What follows belongs to an exercise in optimizing a design on an open flow for small area and a short achievable clock period; a production flow would make more cautious choices. Power is estimated from default activity; no workload was simulated.

==> inputs of run F <==
// bbox_top
module bbox_top #(
    parameter int SIGFIG     = 24,
    parameter int RADIX      = 10,
    parameter int PIPE_DEPTH = 3
) (
    input  logic                clk,
    input  logic                rst_n,
    input  logic [9*SIGFIG-1:0] tri_in,
    input  logic [3*SIGFIG-1:0] color_in,
    input  logic                valid_in,
    input  logic                halt,
    input  logic [2*SIGFIG-1:0] screen,
    input  logic [3:0]          subsample,
    output logic [9*SIGFIG-1:0] tri_out,
    output logic [3*SIGFIG-1:0] color_out,
    output logic [4*SIGFIG-1:0] box_out,
    output logic                valid_out
);
clock: 15.0 ns
lec_check: 0
abc_clock_period_in_ps: 4000
cap_margin: 20
core_margin: 2
core_utilization: 55
cts_cluster_diameter: 80
cts_cluster_size: 25
slew_margin: 20
synth_hierarchical: 1
standard.sh (not shown) runs the stock make flow with config.mk's settings and CLKGATE_MAP_FILE= SYNTH_SCRIPT=/design/flow/synth_recipe.tcl, a recipe that flattens the netlist after the stock synthesis.
==> flow/flow/run.sh <==
#!/bin/bash
# The standard layout (standard.sh, synthesis unchanged), with three changes:
#  - every port still gets its buffer, but a plain buf_1 rather than the delay
#    buffer buffer_ports picks by default; timing repair resizes it as needed
#  - timing repair up to clock tree synthesis is asked to leave extra setup
#    slack, so the resizer works on the paths that set the achieved period
#  - after global routing, timing repair only fixes real violations
set -euo pipefail
PORTS="BUFFER_PORTS_ARGS=-buffer_cell sky130_fd_sc_hd__buf_1"
bash standard.sh SETUP_SLACK_MARGIN=11.1 TNS_END_PERCENT=30 "$PORTS" cts > make_cts.log 2>&1
bash standard.sh "$PORTS" finish > make_finish.log 2>&1
==> run Y: changes against run F <==
--- a/flow/config.mk
+++ b/flow/config.mk
@@ -10,3 +10,3 @@
 export CORE_MARGIN = 2
-export CORE_UTILIZATION = 55
+export CORE_UTILIZATION = 45
 export CTS_CLUSTER_DIAMETER = 80
==> summary of the runs <==
Of run F and run Y, run F has the higher non-clock buffer count (gap 35). Sequential share of layout area: run F is lower than run Y (0.54 points). Between run Y and run F, the lower die area is in run F (gap 22%, measured against run F). Of run Y and run F, run Y has the higher final cell count (gap about 4.6%, measured against run F). In run Y the register-to-register slack is worse than in run F, by 210 ps. In run F the first-iteration DRC count is smaller than in run Y, by 1.1%. Global-route usage: run Y is lower than run F (5.2 points). In sequential power, run Y and run F hardly differ. Of run Y and run F, run F has the higher final area (gap 1.2%, measured against run F). In run Y the combinational power is lower than in run F, by about 3%.
Function was not checked in any run of this note: the RTL went through the layout flow alone.

* * *

==> inputs of run a <==
bbox_top, a different RTL version from the one above (not shown whole).
Design bbox_top, start of the top module:
module bbox_top #(
    parameter int SIGFIG     = 24,
    parameter int RADIX      = 10,
    parameter int PIPE_DEPTH = 3
) (
    input  logic                clk,
    input  logic                rst_n,
    input  logic [9*SIGFIG-1:0] tri_in,
    input  logic [3*SIGFIG-1:0] color_in,
    input  logic                valid_in,
    input  logic                halt,
    input  logic [2*SIGFIG-1:0] screen,
    input  logic [3:0]          subsample,
    output logic [9*SIGFIG-1:0] tri_out,
    output logic [3*SIGFIG-1:0] color_out,
    output logic [4*SIGFIG-1:0] box_out,
    output logic                valid_out
);
    localparam int W = SIGFIG;
    localparam int D = W / 2 + 1;
    typedef logic signed [W-1:0] coord_t;
    logic [1:0] k_in;
    always_comb begin
        case (subsample)
            4'b0100: k_in = 2'd1;
            4'b0010: k_in = 2'd2;
            4'b0001: k_in = 2'd3;
            default: k_in = 2'd0;
        endcase
    end
    coord_t pi [3][2];
    always_comb begin
        for (int v = 0; v < 3; v++)
            for (int a = 0; a < 2; a++)
                pi[v][a] = coord_t'(tri_in[(v*3+a)*W +: W]);
    end
    logic [W:0] ma1_in, ma2_in;
    sk_sub sub1_i (.a(pi[2][0]), .b(pi[1][0]), .d(ma1_in));
    sk_sub sub2_i (.a(pi[0][0]), .b(pi[1][0]), .d(ma2_in));
    logic [D-1:0] b1_one_in, b1_two_in, b1_neg_in;
    logic [D-1:0] b2_one_in, b2_two_in, b2_neg_in;
    booth_sd #(.W(W)) bsd1_i (
        .p(pi[1][1]), .q(pi[0][1]), .one(b1_one_in), .two(b1_two_in), .neg(b1_neg_in)
    );
    booth_sd #(.W(W)) bsd2_i (
        .p(pi[2][1]), .q(pi[1][1]), .one(b2_one_in), .two(b2_two_in), .neg(b2_neg_in)
    );
    logic [1:0] lt02_in;
    sk_lt lt02x_i (.a(pi[0][0]), .b(pi[2][0]), .lt(lt02_in[0]));
    sk_lt lt02y_i (.a(pi[0][1]), .b(pi[2][1]), .lt(lt02_in[1]));
    logic [9*W-1:0] t0, t1, t2;
    logic [3*W-1:0] c0, c1, c2;
    logic [2*W-1:0] scr0, scr1;
    logic [1:0]     k0, k1;
    logic           v0, v1, v2;
    logic [W:0]     ma1, ma2;
    logic [D-1:0]   b1_one, b1_two, b1_neg;
    logic [D-1:0]   b2_one, b2_two, b2_neg;
    logic [1:0]     lt02_0;
  ...
==> flow/config.mk <==
export PLATFORM = sky130hd
export DESIGN_NAME = bbox_top
export DESIGN_NICKNAME = bbox_top
export VERILOG_FILES = /design/flow/design.v
export SDC_FILE = /design/flow/constraint.sdc
export NUM_CORES = 4
export LEC_CHECK = 0
export ABC_CLOCK_PERIOD_IN_PS = 4000
export CAP_MARGIN = 20
export CORE_MARGIN = 2
export CORE_UTILIZATION = 55
export CTS_CLUSTER_DIAMETER = 80
export CTS_CLUSTER_SIZE = 25
export SLEW_MARGIN = 20
export SYNTH_HIERARCHICAL = 1
==> flow/constraint.sdc <==
create_clock -name core_clock -period 15.0 [get_ports {clk}]
set_input_delay 3.0000 -clock core_clock [delete_from_list [all_inputs] [get_ports {clk}]]
set_output_delay 3.0000 -clock core_clock [all_outputs]
set_load 0.01 [all_outputs]
Scripts as last shown in full above: flow/flow/run.sh
==> inputs of run b, as changes to run a <==
==> flow/flow/run.sh (replaced) <==
#!/bin/bash
# The standard layout (standard.sh, synthesis unchanged), with two changes:
#  - every port still gets its buffer, but a plain buf_1 rather than the delay
#    buffer buffer_ports picks by default; timing repair resizes it as needed
#  - timing repair is asked to leave extra setup slack, so the resizer works
#    on the paths that set the achieved period
set -euo pipefail
bash standard.sh SETUP_SLACK_MARGIN=11.1 TNS_END_PERCENT=30 \
    "BUFFER_PORTS_ARGS=-buffer_cell sky130_fd_sc_hd__buf_1" finish > make_finish.log 2>&1
--- a/flow/config.mk
+++ b/flow/config.mk
@@ -8,7 +8,7 @@
 export ABC_CLOCK_PERIOD_IN_PS = 4000
 export CAP_MARGIN = 20
 export CORE_MARGIN = 2
-export CORE_UTILIZATION = 55
+export CORE_UTILIZATION = 45
 export CTS_CLUSTER_DIAMETER = 80
 export CTS_CLUSTER_SIZE = 25
 export SLEW_MARGIN = 20
==> comparison <==
In run b the non-clock buffer count is higher than in run a, by 79. Against run b, the utilization of run a is higher by 8.9 points. Of run a and run b, run b has the higher fmax (gap about 0.3%, measured against run b). Worst setup slack: run a is lower than run b (0.013 ns). Clock-buffer cell count: run a is lower than run b (2). In run a the clock skew is higher than in run b, by 0.019 ns. Against run a, the critical path depth of run b is higher by 1. In sequential cell count, run b and run a do not differ. Of run a and run b, run b has the higher combinational power (gap about 5%, measured against run b). Worst hold slack: run b is higher than run a (0.046 ns). Clock power: run b is higher than run a (about 7%).
Function was not checked in any run of this note: the RTL went through the layout flow alone.

-- afterwards: timing with drivers on the ports --
Ports are ideal in the flow. The routed layouts listed here were re-timed in OpenROAD.
Step 1: set_driving_cell puts a clkbuf_16 on clk and a buf_2 on each other input, an assumption about the parent block.
Step 2 also shifts input and output timing later by t, the mid clock arrival at the registers, as if the neighbouring blocks saw the same clock.
Slacks: ideal / step 1 / step 2; pairs: ideal / step 1.
run	t (ns)	setup slack, ns	worst setup path after step 2
run F	0.807	10.607 / 10.543 / 9.868	input to register
run Y	0.827	10.399 / 10.399 / 9.625	input to register
run a	0.814	10.495 / 10.489 / 9.846	input to register
run b	0.826	10.509 / 10.481 / 9.900	input to register
After both steps setup and hold are still met in every run listed. For run Y, which loses most, drivers alone change the setup slack by 0.000 ns; drivers and shift together by -0.774 ns.
